This is an optimization exercise on Yosys and OpenROAD, whose aim is small area and few clock cycles per item, not a production implementation. In this exercise RTL edits were held to simulation tests only and were not proved equivalent to the original.

### flow/run.sh
#!/bin/bash
# synth_recipe.tcl (not shown) runs the flow's synth.tcl, then flattens the netlist and writes it again
# the make line also repeats each setting of config.mk as NAME=value (left out here)
make -C /OpenROAD-flow-scripts/flow DESIGN_CONFIG=/design/flow/config.mk WORK_HOME=/design/flow/orfs CLKGATE_MAP_FILE= SYNTH_SCRIPT=/design/flow/synth_recipe.tcl finish
### flow/constraint.sdc
create_clock -name core_clock -period 7.0 [get_ports {clk_i}]
set_input_delay 1.4000 -clock core_clock [delete_from_list [all_inputs] [get_ports {clk_i}]]
set_output_delay 1.4000 -clock core_clock [all_outputs]
set_load 0.01 [all_outputs]
### flow/config.mk
export PLATFORM = sky130hd
export DESIGN_NAME = letterbox_scaler_address_generator
export DESIGN_NICKNAME = letterbox_scaler_address_generator
export VERILOG_FILES = /design/flow/design.v
export SDC_FILE = /design/flow/constraint.sdc
export NUM_CORES = 4
export LEC_CHECK = 0
export CAP_MARGIN = 20
export CORE_MARGIN = 2
export CORE_UTILIZATION = 40
export SLEW_MARGIN = 20
### flow/design.v
package lsag_pkg;
  localparam int FRAME_WIDTH    = 320;
  localparam int FRAME_HEIGHT   = 480;
  localparam int FRAME_LAST_ROW = FRAME_HEIGHT - 1;
  localparam int MAX_IMAGE_DIM  = 4096;
  localparam int DIM_W   = 13;
  localparam int COORD_W = 9;
  localparam int DRAW_W  = 21;
  localparam int OFF_W   = DRAW_W + 1;
  localparam int FIDX_W  = 18;
  localparam int SRC_W   = 12;
  localparam int LIN_W   = 24;
  localparam int ADDR_W  = 26;
  localparam int QUO_W   = 13;
  localparam int T_W     = 16;
  localparam int RECIP_W = 18;
  localparam int RECIP_SHIFT = 20;
  localparam int BPP_W   = 3;
  localparam int PADDR_W = 5;
  localparam int PDATA_W = 32;
  localparam logic [RECIP_W-1:0] RECIP_DIV5  = RECIP_W'(209716);
  localparam logic [RECIP_W-1:0] RECIP_DIV15 = RECIP_W'(69906);
  localparam logic [DIM_W-1:0] RESET_IMAGE_WIDTH  = DIM_W'(320);
  localparam logic [DIM_W-1:0] RESET_IMAGE_HEIGHT = DIM_W'(480);
  localparam logic [BPP_W-1:0] RESET_BPP          = BPP_W'(3);
  typedef enum logic [2:0] {
    REG_IMAGE_WIDTH     = 3'd0,
    REG_IMAGE_HEIGHT    = 3'd1,
    REG_BYTES_PER_PIXEL = 3'd2,
    REG_FILL_MODE       = 3'd3,
    REG_PORTRAIT        = 3'd4
  } reg_idx_e;
  typedef struct packed {
    logic [DIM_W-1:0] width;
    logic [DIM_W-1:0] height;
    logic [BPP_W-1:0] bpp;
    logic             fill;
    logic             portrait;
  } cfg_t;
  typedef struct packed {
    logic [DRAW_W-1:0] draw_w;
    logic [DRAW_W-1:0] draw_h;
    logic [OFF_W-1:0]  off_x;
    logic [OFF_W-1:0]  off_y;
    logic [DIM_W-1:0]  den;
    logic              num480;
  } geom_t;
endpackage
module lsag_regs (
  input  logic               clk_i,
  input  logic               rst_ni,
  input  logic               psel,
  input  logic               penable,
  input  logic               pwrite,
  input  logic [lsag_pkg::PADDR_W-1:0] paddr,
  input  logic [lsag_pkg::PDATA_W-1:0] pwdata,
  output logic [lsag_pkg::PDATA_W-1:0] prdata,
  output logic               pready,
  output lsag_pkg::cfg_t               cfg_o,
  output logic               wr_o
);
  logic [lsag_pkg::DIM_W-1:0] image_width_q;
  logic [lsag_pkg::DIM_W-1:0] image_height_q;
  logic [lsag_pkg::BPP_W-1:0] bpp_q;
  logic             fill_q;
  logic             portrait_q;
  lsag_pkg::reg_idx_e         idx;
  assign idx    = lsag_pkg::reg_idx_e'(paddr[4:2]);
  assign wr_o   = psel && penable && pwrite;
  assign pready = 1'b1;
  always_ff @(posedge clk_i or negedge rst_ni) begin
    if (!rst_ni) begin
      image_width_q  <= lsag_pkg::RESET_IMAGE_WIDTH;
      image_height_q <= lsag_pkg::RESET_IMAGE_HEIGHT;
      bpp_q          <= lsag_pkg::RESET_BPP;
      fill_q         <= 1'b0;
      portrait_q     <= 1'b0;
    end else if (wr_o) begin
      unique case (idx)
        lsag_pkg::REG_IMAGE_WIDTH:     image_width_q  <= pwdata[lsag_pkg::DIM_W-1:0];
        lsag_pkg::REG_IMAGE_HEIGHT:    image_height_q <= pwdata[lsag_pkg::DIM_W-1:0];
        lsag_pkg::REG_BYTES_PER_PIXEL: bpp_q          <= pwdata[lsag_pkg::BPP_W-1:0];
        lsag_pkg::REG_FILL_MODE:       fill_q         <= pwdata[0];
        lsag_pkg::REG_PORTRAIT:        portrait_q     <= pwdata[0];
        default: ;
      endcase
    end
  end
  always_comb begin
    unique case (idx)
      lsag_pkg::REG_IMAGE_WIDTH:     prdata = lsag_pkg::PDATA_W'(image_width_q);
      lsag_pkg::REG_IMAGE_HEIGHT:    prdata = lsag_pkg::PDATA_W'(image_height_q);
      lsag_pkg::REG_BYTES_PER_PIXEL: prdata = lsag_pkg::PDATA_W'(bpp_q);
      lsag_pkg::REG_FILL_MODE:       prdata = lsag_pkg::PDATA_W'(fill_q);
      lsag_pkg::REG_PORTRAIT:        prdata = lsag_pkg::PDATA_W'(portrait_q);
      default:             prdata = '0;
    endcase
  end
  always_comb begin
    if (image_width_q == '0) begin
      cfg_o.width = lsag_pkg::DIM_W'(1);
    end else if (image_width_q > lsag_pkg::DIM_W'(lsag_pkg::MAX_IMAGE_DIM)) begin
      cfg_o.width = lsag_pkg::DIM_W'(lsag_pkg::MAX_IMAGE_DIM);
    end else begin
      cfg_o.width = image_width_q;
    end
    if (image_height_q == '0) begin
      cfg_o.height = lsag_pkg::DIM_W'(1);
    end else if (image_height_q > lsag_pkg::DIM_W'(lsag_pkg::MAX_IMAGE_DIM)) begin
      cfg_o.height = lsag_pkg::DIM_W'(lsag_pkg::MAX_IMAGE_DIM);
    end else begin
      cfg_o.height = image_height_q;
    end
    if (bpp_q == '0) begin
      cfg_o.bpp = lsag_pkg::BPP_W'(1);
    end else if (bpp_q > lsag_pkg::BPP_W'(4)) begin
      cfg_o.bpp = lsag_pkg::BPP_W'(4);
    end else begin
      cfg_o.bpp = bpp_q;
    end
    cfg_o.fill     = fill_q;
    cfg_o.portrait = portrait_q;
  end
endmodule
module lsag_geom (
  input  logic  clk_i,
  input  logic  rst_ni,
  input  lsag_pkg::cfg_t  cfg_i,
  input  logic  start_i,
  output lsag_pkg::geom_t geom_o,
  output logic  busy_o
);
  localparam logic [2:0] ST_IDLE = 3'd0;
  localparam logic [2:0] ST_CMP  = 3'd1;
  localparam logic [2:0] ST_LOAD = 3'd2;
  localparam logic [2:0] ST_DIV  = 3'd3;
  localparam logic [2:0] ST_OFFS = 3'd4;
  localparam logic [4:0] LAST_STEP = 5'(lsag_pkg::DRAW_W - 1);
  logic [2:0]        state_q, state_d;
  logic [4:0]        cnt_q, cnt_d;
  logic              xs_q, xs_d;
  logic              use_x_q, use_x_d;
  logic              num480_q, num480_d;
  logic [lsag_pkg::DIM_W-1:0]  den_q, den_d;
  logic [lsag_pkg::DRAW_W-1:0] quo_q, quo_d;
  logic [11:0]       rem_q, rem_d;
  logic [lsag_pkg::DRAW_W-1:0] draw_w_q, draw_w_d, draw_h_q, draw_h_d;
  logic [lsag_pkg::OFF_W-1:0]  off_x_q, off_x_d, off_y_q, off_y_d;
  logic [lsag_pkg::COORD_W-1:0] dw, dh, num, other_disp;
  logic [lsag_pkg::DIM_W-1:0]   other;
  logic [21:0]        prod_a, prod_b, dvd;
  logic               use_x;
  logic [lsag_pkg::DIM_W-1:0]   trial;
  logic               ge;
  logic signed [lsag_pkg::OFF_W-1:0] diff_x, diff_y, adj_x, adj_y;
  assign dw = cfg_i.portrait ? lsag_pkg::COORD_W'(lsag_pkg::FRAME_WIDTH) : lsag_pkg::COORD_W'(lsag_pkg::FRAME_HEIGHT);
  assign dh = cfg_i.portrait ? lsag_pkg::COORD_W'(lsag_pkg::FRAME_HEIGHT) : lsag_pkg::COORD_W'(lsag_pkg::FRAME_WIDTH);
  always_comb begin
    state_d  = state_q;
    cnt_d    = cnt_q;
    xs_d     = xs_q;
    use_x_d  = use_x_q;
    num480_d = num480_q;
    den_d    = den_q;
    quo_d    = quo_q;
    rem_d    = rem_q;
    draw_w_d = draw_w_q;
    draw_h_d = draw_h_q;
    off_x_d  = off_x_q;
    off_y_d  = off_y_q;
    prod_a = dw * cfg_i.height;
    prod_b = dh * cfg_i.width;
    use_x  = cfg_i.fill ? !xs_q : xs_q;
    num    = use_x ? dw : dh;
    other  = use_x ? cfg_i.height : cfg_i.width;
    other_disp = use_x_q ? dw : dh;
    dvd    = other * num;
    trial  = {rem_q, quo_q[lsag_pkg::DRAW_W-1]};
    ge     = trial >= den_q;
    diff_x = '0;
    diff_y = '0;
    adj_x  = '0;
    adj_y  = '0;
    unique case (state_q)
      ST_IDLE: ;
      ST_CMP: begin
        xs_d    = prod_a <= prod_b;
        state_d = ST_LOAD;
      end
      ST_LOAD: begin
        use_x_d  = use_x;
        num480_d = num == lsag_pkg::COORD_W'(lsag_pkg::FRAME_HEIGHT);
        den_d    = use_x ? cfg_i.width : cfg_i.height;
        quo_d    = dvd[lsag_pkg::DRAW_W-1:0];
        rem_d    = '0;
        cnt_d    = '0;
        state_d  = ST_DIV;
      end
      ST_DIV: begin
        rem_d = ge ? 12'(trial - den_q) : trial[11:0];
        quo_d = {quo_q[lsag_pkg::DRAW_W-2:0], ge};
        cnt_d = cnt_q + 5'd1;
        if (cnt_q == LAST_STEP) begin
          state_d = ST_OFFS;
        end
      end
      ST_OFFS: begin
        draw_w_d = use_x_q ? lsag_pkg::DRAW_W'(other_disp) : quo_q;
        draw_h_d = use_x_q ? quo_q : lsag_pkg::DRAW_W'(other_disp);
        diff_x   = $signed({1'b0, lsag_pkg::DRAW_W'(dw)}) - $signed({1'b0, draw_w_d});
        diff_y   = $signed({1'b0, lsag_pkg::DRAW_W'(dh)}) - $signed({1'b0, draw_h_d});
        adj_x    = diff_x + $signed({{(lsag_pkg::OFF_W-1){1'b0}}, diff_x[lsag_pkg::OFF_W-1]});
        adj_y    = diff_y + $signed({{(lsag_pkg::OFF_W-1){1'b0}}, diff_y[lsag_pkg::OFF_W-1]});
        off_x_d  = adj_x >>> 1;
        off_y_d  = adj_y >>> 1;
        state_d  = ST_IDLE;
      end
      default: state_d = ST_IDLE;
    endcase
    if (start_i) begin
      state_d = ST_CMP;
    end
  end
  always_ff @(posedge clk_i or negedge rst_ni) begin
    if (!rst_ni) begin
      state_q <= ST_CMP;
      cnt_q   <= '0;
    end else begin
      state_q <= state_d;
      cnt_q   <= cnt_d;
    end
  end
  always_ff @(posedge clk_i) begin
    xs_q     <= xs_d;
    use_x_q  <= use_x_d;
    num480_q <= num480_d;
    den_q    <= den_d;
    quo_q    <= quo_d;
    rem_q    <= rem_d;
    draw_w_q <= draw_w_d;
    draw_h_q <= draw_h_d;
    off_x_q  <= off_x_d;
    off_y_q  <= off_y_d;
  end
  assign busy_o        = state_q != ST_IDLE;
  assign geom_o.draw_w = draw_w_q;
  assign geom_o.draw_h = draw_h_q;
  assign geom_o.off_x  = off_x_q;
  assign geom_o.off_y  = off_y_q;
  assign geom_o.den    = den_q;
  assign geom_o.num480 = num480_q;
endmodule
module lsag_pipe (
  input  logic               clk_i,
  input  logic               rst_ni,
  input  lsag_pkg::cfg_t               cfg_i,
  input  lsag_pkg::geom_t              geom_i,
  input  logic               busy_i,
  input  logic               in_valid_i,
  output logic               in_ready_o,
  input  logic [lsag_pkg::COORD_W-1:0] screen_x_i,
  input  logic [lsag_pkg::COORD_W-1:0] screen_y_i,
  output logic               out_valid_o,
  input  logic               out_ready_i,
  output logic               coord_ok_o,
  output logic               shows_image_o,
  output logic [lsag_pkg::FIDX_W-1:0]  frame_index_o,
  output logic [lsag_pkg::SRC_W-1:0]   source_x_o,
  output logic [lsag_pkg::SRC_W-1:0]   source_y_o,
  output logic [lsag_pkg::ADDR_W-1:0]  source_byte_address_o
);
  logic [5:0] v_q;
  logic [5:0] adv;
  logic       take;
  always_comb begin
    adv[5] = !v_q[5] || out_ready_i;
    for (int k = 4; k >= 0; k--) begin
      adv[k] = !v_q[k] || adv[k+1];
    end
  end
  assign in_ready_o = adv[0] && !busy_i;
  assign take       = in_valid_i && in_ready_o;
  always_ff @(posedge clk_i or negedge rst_ni) begin
    if (!rst_ni) begin
      v_q <= '0;
    end else begin
      if (adv[0]) begin
        v_q[0] <= take;
      end
      for (int k = 1; k < 6; k++) begin
        if (adv[k]) begin
          v_q[k] <= v_q[k-1];
        end
      end
    end
  end
  logic               s1_ok_d, s1_ok_q;
  logic [lsag_pkg::FIDX_W-1:0]  s1_fidx_d, s1_fidx_q;
  logic [lsag_pkg::OFF_W-1:0]   s1_dx_d, s1_dx_q, s1_dy_d, s1_dy_q;
  logic [lsag_pkg::COORD_W-1:0] row, col;
  always_comb begin
    if (cfg_i.portrait) begin
      s1_ok_d = screen_x_i < lsag_pkg::COORD_W'(lsag_pkg::FRAME_WIDTH) && screen_y_i < lsag_pkg::COORD_W'(lsag_pkg::FRAME_HEIGHT);
      row     = screen_y_i;
      col     = screen_x_i;
    end else begin
      s1_ok_d = screen_x_i < lsag_pkg::COORD_W'(lsag_pkg::FRAME_HEIGHT) && screen_y_i < lsag_pkg::COORD_W'(lsag_pkg::FRAME_WIDTH);
      row     = lsag_pkg::COORD_W'(lsag_pkg::FRAME_LAST_ROW) - screen_x_i;
      col     = screen_y_i;
    end
    s1_fidx_d = lsag_pkg::FIDX_W'({row, 8'b0}) + lsag_pkg::FIDX_W'({row, 6'b0}) + lsag_pkg::FIDX_W'(col);
    s1_dx_d   = lsag_pkg::OFF_W'($signed({13'b0, screen_x_i}) - $signed(geom_i.off_x));
    s1_dy_d   = lsag_pkg::OFF_W'($signed({13'b0, screen_y_i}) - $signed(geom_i.off_y));
  end
  always_ff @(posedge clk_i) begin
    if (adv[0]) begin
      s1_ok_q   <= s1_ok_d;
      s1_fidx_q <= s1_fidx_d;
      s1_dx_q   <= s1_dx_d;
      s1_dy_q   <= s1_dy_d;
    end
  end
  logic              s2_ok_q, s2_shows_d, s2_shows_q;
  logic [lsag_pkg::FIDX_W-1:0] s2_fidx_q;
  logic [33:0]       mx2, my2;
  logic [lsag_pkg::DRAW_W-1:0] s2_px_q, s2_py_q;
  always_comb begin
    s2_shows_d = s1_ok_q && !s1_dx_q[lsag_pkg::OFF_W-1] && !s1_dy_q[lsag_pkg::OFF_W-1] &&
                 s1_dx_q[lsag_pkg::DRAW_W-1:0] < geom_i.draw_w && s1_dy_q[lsag_pkg::DRAW_W-1:0] < geom_i.draw_h;
    mx2 = s1_dx_q[lsag_pkg::DRAW_W-1:0] * geom_i.den;
    my2 = s1_dy_q[lsag_pkg::DRAW_W-1:0] * geom_i.den;
  end
  always_ff @(posedge clk_i) begin
    if (adv[1]) begin
      s2_ok_q    <= s1_ok_q;
      s2_shows_q <= s2_shows_d;
      s2_fidx_q  <= s1_fidx_q;
      s2_px_q    <= mx2[lsag_pkg::DRAW_W-1:0];
      s2_py_q    <= my2[lsag_pkg::DRAW_W-1:0];
    end
  end
  logic               s3_ok_q, s3_shows_q;
  logic [lsag_pkg::FIDX_W-1:0]  s3_fidx_q;
  logic [lsag_pkg::T_W-1:0]     tx, ty;
  logic [lsag_pkg::RECIP_W-1:0] recip;
  logic [33:0]        mx3, my3;
  logic [lsag_pkg::QUO_W-1:0]   s3_qx_q, s3_qy_q;
  always_comb begin
    tx    = geom_i.num480 ? s2_px_q[lsag_pkg::DRAW_W-1:5] : lsag_pkg::T_W'(s2_px_q[lsag_pkg::DRAW_W-1:6]);
    ty    = geom_i.num480 ? s2_py_q[lsag_pkg::DRAW_W-1:5] : lsag_pkg::T_W'(s2_py_q[lsag_pkg::DRAW_W-1:6]);
    recip = geom_i.num480 ? lsag_pkg::RECIP_DIV15 : lsag_pkg::RECIP_DIV5;
    mx3   = tx * recip;
    my3   = ty * recip;
  end
  always_ff @(posedge clk_i) begin
    if (adv[2]) begin
      s3_ok_q    <= s2_ok_q;
      s3_shows_q <= s2_shows_q;
      s3_fidx_q  <= s2_fidx_q;
      s3_qx_q    <= mx3[lsag_pkg::RECIP_SHIFT+lsag_pkg::QUO_W-1:lsag_pkg::RECIP_SHIFT];
      s3_qy_q    <= my3[lsag_pkg::RECIP_SHIFT+lsag_pkg::QUO_W-1:lsag_pkg::RECIP_SHIFT];
    end
  end
  logic              s4_ok_q, s4_shows_q;
  logic [lsag_pkg::FIDX_W-1:0] s4_fidx_q;
  logic [lsag_pkg::SRC_W-1:0]  s4_sx_d, s4_sy_d, s4_sx_q, s4_sy_q;
  logic [lsag_pkg::DIM_W-1:0]  w_last, h_last;
  always_comb begin
    w_last  = cfg_i.width - lsag_pkg::DIM_W'(1);
    h_last  = cfg_i.height - lsag_pkg::DIM_W'(1);
    s4_sx_d = (s3_qx_q >= cfg_i.width) ? w_last[lsag_pkg::SRC_W-1:0] : s3_qx_q[lsag_pkg::SRC_W-1:0];
    s4_sy_d = (s3_qy_q >= cfg_i.height) ? h_last[lsag_pkg::SRC_W-1:0] : s3_qy_q[lsag_pkg::SRC_W-1:0];
  end
  always_ff @(posedge clk_i) begin
    if (adv[3]) begin
      s4_ok_q    <= s3_ok_q;
      s4_shows_q <= s3_shows_q;
      s4_fidx_q  <= s3_fidx_q;
      s4_sx_q    <= s4_sx_d;
      s4_sy_q    <= s4_sy_d;
    end
  end
  logic              s5_ok_q, s5_shows_q;
  logic [lsag_pkg::FIDX_W-1:0] s5_fidx_q;
  logic [lsag_pkg::SRC_W-1:0]  s5_sx_q, s5_sy_q;
  logic [24:0]       m5;
  logic [lsag_pkg::LIN_W-1:0]  s5_lin_q;
  assign m5 = s4_sy_q * cfg_i.width;
  always_ff @(posedge clk_i) begin
    if (adv[4]) begin
      s5_ok_q    <= s4_ok_q;
      s5_shows_q <= s4_shows_q;
      s5_fidx_q  <= s4_fidx_q;
      s5_sx_q    <= s4_sx_q;
      s5_sy_q    <= s4_sy_q;
      s5_lin_q   <= m5[lsag_pkg::LIN_W-1:0] + lsag_pkg::LIN_W'(s4_sx_q);
    end
  end
  logic [lsag_pkg::ADDR_W-1:0] lin_ext, addr;
  logic              s6_ok_q, s6_shows_q;
  logic [lsag_pkg::FIDX_W-1:0] s6_fidx_q;
  logic [lsag_pkg::SRC_W-1:0]  s6_sx_q, s6_sy_q;
  logic [lsag_pkg::ADDR_W-1:0] s6_addr_q;
  always_comb begin
    lin_ext = lsag_pkg::ADDR_W'(s5_lin_q);
    case (cfg_i.bpp)
      3'd1:    addr = lin_ext;
      3'd2:    addr = lin_ext << 1;
      3'd3:    addr = (lin_ext << 1) + lin_ext;
      default: addr = lin_ext << 2;
    endcase
  end
  always_ff @(posedge clk_i) begin
    if (adv[5]) begin
      s6_ok_q    <= s5_ok_q;
      s6_shows_q <= s5_shows_q;
      s6_fidx_q  <= s5_ok_q ? s5_fidx_q : '0;
      s6_sx_q    <= s5_shows_q ? s5_sx_q : '0;
      s6_sy_q    <= s5_shows_q ? s5_sy_q : '0;
      s6_addr_q  <= s5_shows_q ? addr : '0;
    end
  end
  assign out_valid_o           = v_q[5];
  assign coord_ok_o            = s6_ok_q;
  assign shows_image_o         = s6_shows_q;
  assign frame_index_o         = s6_fidx_q;
  assign source_x_o            = s6_sx_q;
  assign source_y_o            = s6_sy_q;
  assign source_byte_address_o = s6_addr_q;
endmodule
module letterbox_scaler_address_generator (
  input  logic               clk_i,
  input  logic               rst_ni,
  input  logic               psel,
  input  logic               penable,
  input  logic               pwrite,
  input  logic [lsag_pkg::PADDR_W-1:0] paddr,
  input  logic [lsag_pkg::PDATA_W-1:0] pwdata,
  output logic [lsag_pkg::PDATA_W-1:0] prdata,
  output logic               pready,
  input  logic               in_valid_i,
  output logic               in_ready_o,
  input  logic [lsag_pkg::COORD_W-1:0] screen_x_i,
  input  logic [lsag_pkg::COORD_W-1:0] screen_y_i,
  output logic               out_valid_o,
  input  logic               out_ready_i,
  output logic               coord_ok_o,
  output logic               shows_image_o,
  output logic [lsag_pkg::FIDX_W-1:0]  frame_index_o,
  output logic [lsag_pkg::SRC_W-1:0]   source_x_o,
  output logic [lsag_pkg::SRC_W-1:0]   source_y_o,
  output logic [lsag_pkg::ADDR_W-1:0]  source_byte_address_o
);
  lsag_pkg::cfg_t  cfg;
  lsag_pkg::geom_t geom;
  logic  cfg_wr;
  logic  busy;
  lsag_regs u_regs (
    .clk_i   (clk_i),
    .rst_ni  (rst_ni),
    .psel    (psel),
    .penable (penable),
    .pwrite  (pwrite),
    .paddr   (paddr),
    .pwdata  (pwdata),
    .prdata  (prdata),
    .pready  (pready),
    .cfg_o   (cfg),
    .wr_o    (cfg_wr)
  );
  lsag_geom u_geom (
    .clk_i   (clk_i),
    .rst_ni  (rst_ni),
    .cfg_i   (cfg),
    .start_i (cfg_wr),
    .geom_o  (geom),
    .busy_o  (busy)
  );
  lsag_pipe u_pipe (
    .clk_i                 (clk_i),
    .rst_ni                (rst_ni),
    .cfg_i                 (cfg),
    .geom_i                (geom),
    .busy_i                (busy),
    .in_valid_i            (in_valid_i),
    .in_ready_o            (in_ready_o),
    .screen_x_i            (screen_x_i),
    .screen_y_i            (screen_y_i),
    .out_valid_o           (out_valid_o),
    .out_ready_i           (out_ready_i),
    .coord_ok_o            (coord_ok_o),
    .shows_image_o         (shows_image_o),
    .frame_index_o         (frame_index_o),
    .source_x_o            (source_x_o),
    .source_y_o            (source_y_o),
    .source_byte_address_o (source_byte_address_o)
  );
endmodule
==> flow_metrics.py <==
metrics = {
    "global_routing": {
        "grt_overflow_total": 0,
        "grt_max_degree": 84,
        "track_usage_pct": 19.1,
        "antenna_found_initial": 1,
        "grt_pass1_vias": 39400,
        "grt_first_pass_wirelength_um": 216000,
    },
    "timing": {
        "rsz0062_at_grt": "no",
        "relSlewSlack_pct": 27.0,
        "fin_ws_ps": 441,
        "fmax_ghz": 0.152,
        "finalHoldWorstSlack_ps": 415,
        "hold_violations": 0,
        "setup_viol": 0,
        "slew_viol_final": 0,
        "fin_crit_ps": 6560,
        "fin_crit_sh_pct": 93.7,
        "fin_tns_setup_ps": 0,
        "worstMarginPinSlew_ps": 1100,
        "finClkSkew_ps": 62.2,
    },
    "critical_path": {
        "cp_max_fo": 5,
        "criticalPathCategory": "reg2reg",
        "timing.rr.start": "u_regs.image_height_q[3]$_DFFE_PN0P_",
        "reg2reg_depth": 27,
        "timing.reg2reg.setup_slack_ps": 440,
        "rr_endpoint": "u_geom.xs_q$_DFFE_PP_",
        "crit_path_frequent_cell": "ha_1",
        "cp_slowest_cell": "nor4_1",
        "max_stage_delay_ps": 830,
        "cp.required_ps": 7410,
        "cp-end-kind": "register",
        "startpoint_type": "register",
        "crit_arrival_ps": 6970,
    },
    "die": {
        "ios": 167,
        "die_x_um": 378,
        "rows": 137,
        "die_y_um": 378,
        "die_area_sq_um": 143000,
        "coreArea_sq_um": 139000,
        "initial_core_util_pct": 40.2,
    },
    "finish": {
        "final_cell_mix": "inv_1, ha_1, fa_1",
        "fin_cells": 7576,
        "syn_to_final_growth_pct": 10.4,
        "final_common_cell": "inv_1",
        "drive_gt1_share_pct": 5.72,
        "fin_util_pct": 44.4,
        "finalNetCount": 7012,
    },
    "placed_design": {
        "place_ws_ps": 373,
        "gp_congestion": 0.879,
        "placedCellCount": 7464,
        "dp_hpwl_um": 108000,
        "numPortBuffers": 125,
    },
    "logic_synthesis": {
        "syn_avg_cell_area_sq_um": 10.1,
        "yosysSeqAreaShare_pct": 27.6,
        "syn-cell-area_sq_um": 55900,
        "synth-seq-cells": 521,
        "ys_warn_count": 3,
        "ys.flop_type": "edfxtp_1",
        "synth_edf_count": 476,
        "ys_types": 90,
        "postSynthCellCount": 5527,
        "async_reset_ff_share_pct": 8.64,
    },
    "routing": {
        "ant_nets": 0,
        "dr.first_iter.drc_count": 2138,
        "drt-total-wl_um": 134000,
        "vias": 38000,
        "dr.pass1.iters": 5,
        "drcViolationCount": 0,
        "drt-wirelength-per-cell_um": 17.7,
        "via_per_inst": 5.01,
    },
    "hold_path": {
        "hold_class": "reg2reg",
        "hold_start": "u_pipe.s4_fidx_q[1]$_DFFE_PP_",
        "holdPathEnd": "u_pipe.s5_fidx_q[1]$_DFFE_PP_",
        "whs_path_depth": 0,
    },
    "clocking": {
        "cts_setup_buffers": 0,
        "root_buffer": "clkbuf_16",
        "cts.clk_slew.worst_paths_ps": 60,
        "cts_tree": "built",
        "ctsHtreeMaxLevel": 2,
        "clk_latency_ps": 710,
        "numCtsBuffers": 58,
        "clk_path_buf_depth": 3,
        "cts_sinks": 521,
    },
    "run_status": {
        "status": "timing/DRC/antenna clean",
    },
    "run": {
        "maxCapViolations": 0,
    },
}
-- worst max-delay path, delay by kind of cell, from the launching register on --
kind	cells	cell delay [ps]
flops	1	450
buf+inv	3	400
xor+xnor	1	170
fa+ha+maj	7	2150
compound gates	10	1690
simple gates	6	1430
-- layout make-up --
cell class                 instances  area, sq um
fill                           13200        77300
multi-input combinational       3849        36100
sequential                       521        15400
inverter                         981         3680
tap                             1876         2350
timing repair buffer             238         2120
clock buffer                      80         1620
clock inverter                    30          434
antenna                            1         2.50
-- Yosys cell counts (13+ instances only) --
master / number / area share [%]
buf_1: 18 / 0.12
nand2_1: 576 / 3.9
or2_2: 18 / 0.20
o31ai_1: 15 / 0.20
dfrtp_1: 36 / 1.6
o21ai_0: 149 / 1.3
nor2_1: 247 / 1.7
and2_1: 259 / 2.9
nor4_1: 21 / 0.24
a22oi_1: 13 / 0.17
mux2_2: 52 / 1.0
nand4_1: 26 / 0.29
a31oi_1: 19 / 0.21
ha_1: 675 / 15
mux2i_1: 46 / 0.82
and3_1: 15 / 0.17
nand3_1: 68 / 0.61
nand2b_1: 32 / 0.36
a21o_1: 75 / 1.0
fa_1: 626 / 22
nor3_1: 61 / 0.55
nor2b_1: 85 / 0.95
o211ai_1: 16 / 0.21
clkbuf_1: 172 / 1.2
o21a_1: 24 / 0.32
or3_1: 26 / 0.29
xor2_1: 74 / 1.2
o21bai_1: 31 / 0.42
buf_4: 21 / 0.28
inv_1: 978 / 6.6
xnor2_1: 225 / 3.5
a21oi_1: 163 / 1.5
a211oi_1: 30 / 0.40
a21boi_0: 14 / 0.19
edfxtp_1: 476 / 26
-- metal layers --
metal  up-vias  wire length, um  GRT usage [%]
li1      18200                -              -
met1     18900            60700           25.7
met2       778            64400           32.9
met3       160             5920           2.38
met4         2             3010           4.46
met5         -               61          0.309
-- cell families after synthesis --
logic type / synth area share [%]
simple gates: 12.6
fa+ha+maj: 37.5
buf+inv: 8.22
compound gates: 7.45
flops: 27.6
xor+xnor: 4.71
mux: 1.87
other cells: 0.0134
-- sequential cells by signal, summed over array words and instances (netlist names), 16 cells and up --
register,cells
u_pipe.s2_px_q,16
u_pipe.s3_fidx_q,18
u_pipe.s5_fidx_q,18
u_geom.draw_h_q,21
u_pipe.s2_fidx_q,18
u_pipe.s6_fidx_q,18
u_pipe.s1_fidx_q,18
u_geom.off_x_q,21
u_pipe.s1_dx_q,22
u_geom.off_y_q,21
u_pipe.s2_py_q,16
u_pipe.s5_lin_q,24
u_geom.draw_w_q,21
u_pipe.s6_addr_q,26
u_geom.quo_q,21
u_pipe.s4_fidx_q,18
u_pipe.s1_dy_q,22
-- worst max-delay path by stage --
| stage | depth (start not counted) | slack, ps | endpoint | start |
|---|---|---|---|---|
| after global placement | 20 | 430 | u_pipe.s3_qx_q[12]$_DFFE_PP_ | u_geom.num480_q$_DFFE_PP_ |
| after detailed placement | 20 | 370 | u_pipe.s3_qx_q[12]$_DFFE_PP_ | u_geom.num480_q$_DFFE_PP_ |
| after floorplan | 5 | 110 | in_ready_o | out_ready_i |
| after CTS | 20 | 340 | u_pipe.s3_qx_q[12]$_DFFE_PP_ | u_geom.num480_q$_DFFE_PP_ |
| after global routing | 27 | 50 | u_geom.xs_q$_DFFE_PP_ | u_regs.image_height_q[3]$_DFFE_PN0P_ |
| final | 27 | 440 | u_geom.xs_q$_DFFE_PP_ | u_regs.image_height_q[3]$_DFFE_PN0P_ |
-- timing repair --
item,in CTS,in global routing
endpoints found under the setup margin,0,1
resized for setup,0,1
hold buffers,0,0
-- metrics by stage --
step                      cell area, sq um
after floorplan                      56100
after global placement               59600
after detailed placement             59600
after CTS                            61700
after global routing                 61700
final                                61700
Testbench counts, summed over its fixed seeds: cycles 14,080, items 12,800.

-- what the ideal ports hide --
In the flow no input, the clock included, has a driving cell. The finished layout below was timed again as built, in two steps.
Step 1, drivers: a clkbuf_16 drives clk_i and a buf_2 each remaining input, both assumed.
Step 2 times the ports against the registers' clock, not the clock port: input delays grow and output delays shrink by t, the midpoint of the rising clock arrivals with the driver on.
a / b / c = ideal / step 1 / step 2; a / b = the first two.
t, ns: 0.752
slack for setup (ns): 0.441 / 0.441 / 0.441
worst slew at a driven data input, ns: 0.09
pins driven straight from the clock port: 1
After both steps this run still meets setup and hold. For this run, drivers alone change the setup slack by 0.000 ns; drivers and shift together by 0.000 ns.
